Background: an optimization exercise with open tools, aiming at small area, a short achievable clock period and few clock cycles. Do not read the settings as production practice. In this exercise RTL edits were held to simulation tests only and were not proved equivalent to the original. Power figures rest on the tool's default switching activity, not on a simulated workload.

==> run a: inputs <==
==> flow/design.v (excerpt) <==
module mac_acc_array #(
    parameter int DW    = mac_pkg::MAC_DW,
    parameter int LANES = 8,
    parameter int ACCW  = 2 * DW + 8
) (
    input  logic                  clk,
    input  logic                  rst_n,
    input  logic                  in_valid,
    output logic                  in_ready,
    input  logic [LANES*DW-1:0]   A,
    input  logic [LANES*DW-1:0]   W,
    input  logic                  Asigned,
    input  logic                  Wsigned,
    input  logic                  acc_clr,
    input  logic                  acc_last,
    output logic                  out_valid,
    input  logic                  out_ready,
    output logic [LANES*ACCW-1:0] Q,
    output logic [LANES-1:0]      ovf
);
clock: 5.6 ns
lec_check: 0
abc_area: 1
cap_margin: 20
core_margin: 2
core_utilization: 40
setup_slack_margin: 2.5
slew_margin: 20
standard.sh (not shown) runs the stock make flow with config.mk's settings and CLKGATE_MAP_FILE= SYNTH_SCRIPT=/design/flow/synth_recipe.tcl, a recipe that flattens the netlist after the stock synthesis.
==> flow/flow/run.sh <==
#!/bin/bash
# Own layout flow: the standard flow with two changes.
#  1. After the standard synthesis, full-adder cells are rewired to their
#     complemented inputs/outputs where that removes inverters
#     (fa_polarity.py; same logic function, same registers).
#  2. Ports are buffered with a small buffer instead of the default delay cell.
# Each tool's output goes to a log file of its own in the work folder.
set -euo pipefail
W=$(pwd)
R=$W/orfs/results/$FLOW_PLATFORM/mac_acc_array/base
bash standard.sh "$R/1_2_yosys.v" > "$W/flow_synth.log" 2>&1
cp "$R/1_2_yosys.v" "$W/1_2_yosys.standard.v"
python3 "$W/flow/fa_polarity.py" "$W/1_2_yosys.standard.v" "$R/1_2_yosys.v" > "$W/flow_fa_polarity.log" 2>&1
touch "$R/1_2_yosys.v" "$R/1_2_yosys.sdc"
BUFFER_PORTS_ARGS="-buffer_cell ${PORT_BUFFER:-sky130_fd_sc_hd__buf_1}" \
  bash standard.sh finish > "$W/flow_layout.log" 2>&1
Other scripts of this flow, unchanged in this note and not shown: flow/flow/fa_polarity.py
==> inputs of run b, as changes to run a <==
--- a/flow/design.v
+++ b/flow/design.v
@@ -250,35 +250,38 @@
     assign cy[11] = gk3_11;
     assign cy[12] = gk3_12;
     assign cy[13] = gk3_13;
     assign cy[14] = gk3_14;
     assign cy[15] = gk3_15;
     assign t = p ^ {cy[14:0], 1'b0};
-    logic [7:0]  hi, hi_nx;
+    logic [7:0]  hi, hi_up, hi_dn, hi_nx;
     logic [1:0]  u0;
-    logic        is_max, is_min, dn0, dn1, up0, up1;
-    logic        inc, dec, pos, neg, keep, zero, ones;
+    logic        is_max, is_min, dn0, dn1, up0, up1, sel_dn, sel_up, pos, neg;
     assign hi     = q[23:16];
     assign is_max = hi == 8'h7f;
     assign is_min = hi == 8'h80;
+    assign hi_up  = is_max ? 8'h7f : hi + 8'd1;
+    assign hi_dn  = is_min ? 8'h80 : hi - 8'd1;
     assign u0     = x[17:16] + y[17:16];
     assign dn0    = u0 == 2'b11;
     assign dn1    = u0 == 2'b10;
     assign up0    = u0 == 2'b01;
     assign up1    = u0 == 2'b00;
-    assign inc    = cy[15] ? up1 && !is_max : up0 && !is_max;
-    assign dec    = cy[15] ? dn1 && !is_min : dn0 && !is_min;
-    assign pos    = cy[15] ? up1 && is_max : up0 && is_max;
-    assign neg    = cy[15] ? dn1 && is_min : dn0 && is_min;
-    assign keep   = !(inc || dec || clr);
-    assign hi_nx  = ({8{inc && !clr}} & (hi + 8'd1)) | ({8{dec && !clr}} & (hi - 8'd1)) | ({8{keep}} & hi);
-    assign zero   = neg || clr;
-    assign ones   = pos && !clr;
+    assign sel_dn = cy[15] ? dn1 : dn0;
+    assign sel_up = cy[15] ? up1 : up0;
+    assign hi_nx  = ({8{sel_dn}} & hi_dn) | ({8{sel_up}} & hi_up) | ({8{!(sel_dn || sel_up)}} & hi);
+    assign pos    = sel_up && is_max;
+    assign neg    = sel_dn && is_min;
     always_ff @(posedge clk) begin
-        q   <= {hi_nx, (t & ~{16{zero}}) | {16{ones}}};
-        ovf <= !clr && (ovf || pos || neg);
+        if (clr) begin
+            q   <= '0;
+            ovf <= 1'b0;
+        end else begin
+            q   <= {hi_nx, (t & ~{16{neg}}) | {16{pos}}};
+            ovf <= ovf | pos | neg;
+        end
     end
 endmodule
 module mac_acc_array #(
     parameter int DW    = mac_pkg::MAC_DW,
     parameter int LANES = 8,
     parameter int ACCW  = 2 * DW + 8
Settings changed: ABC_AREA 1 to unset, SETUP_SLACK_MARGIN 2.5 to 2.2.
==> inputs of run c, as changes to run a <==
Settings changed: CTS_CLUSTER_DIAMETER set to 80, CTS_CLUSTER_SIZE set to 25, SETUP_SLACK_MARGIN 2.5 to 2.7.
==> run summary <==
	run b	run c	run a
Run status	complete, no violations	complete, no violations	complete, no violations
Worst EP required	6.08 ns	6.08 ns	6.07 ns
Clock Power Share	0.217	0.156	0.210
Leakage power of the design	16.9 nW	17.6 nW	17.5 nW
Multi-input gate area	23900 µm²	22700 µm²	22300 µm²
Area used by sequential logic in the layout	8790 µm²	8810 µm²	8800 µm²
Transition at the pin with the smallest max-transition slack	0.969 ns	1.09 ns	1.13 ns
Layout clock buffers	68	31	68
Post-synthesis cell count	3432	3903	3903
Net Sw Power	0.00748 W	0.00766 W	0.00771 W
Buffer and inverter count on the worst path	4	2	3
Netlist Area Pre-Place	33300 µm²	33300 µm²	33300 µm²
Combinational gate power	0.00905 W	0.00893 W	0.00873 W
Met1 demand-to-capacity share in global routing	0.296	0.312	0.300
Largest fanout on the critical path	16	7	15
Die Outline Area	85500 µm²	85700 µm²	85700 µm²
Filler instances	7902	8067	8025
Final Instance Count excl. Fillers	4838	5206	5224
Metal3 WL	3640 µm	5710 µm	6310 µm
Gr usage total	0.206	0.213	0.212
Relative max-transition margin	0.353	0.270	0.244
Minimum setup slack after placement	1.42 ns	1.26 ns	1.19 ns
Testbench counts of run a, summed over its fixed seeds: cycles 32,255.
Testbench counts of run b, summed over its fixed seeds: cycles 32,255.
Testbench counts of run c, summed over its fixed seeds: cycles 32,255.

-- what the ideal ports hide --
The flow's constraints put no driver on any port. The routed layouts listed below were extracted and timed again, unchanged, in two steps. Step 1 assumes that a clkbuf_16 drives the clock port and a buf_2 every other input. Step 2, shift: input delay + t, output delay - t, t = (earliest + latest rising clock arrival at the registers) / 2. This alone moves slack from input paths to output paths. a / b / c = ideal / step 1 / step 2; a / b = the first two.
| run | t, ns | setup slack, ns | worst setup path after step 2 | worst register clock-pin slew, ns | pins driven straight from the clock port |
|---|---|---|---|---|---|
| run a | 0.663 | 2.561 / 2.451 / 1.787 | input to register | 0.07 / 0.07 | 1 |
| run b | 0.643 | 2.258 / 2.290 / 1.647 | input to register | 0.07 / 0.07 | 1 |
| run c | 0.676 | 2.588 / 2.535 / 1.859 | input to register | 0.10 / 0.10 | 1 |
After both steps every run listed still meets setup and hold. For run a, which loses most, drivers alone change the setup slack by -0.110 ns; drivers and shift together by -0.774 ns.
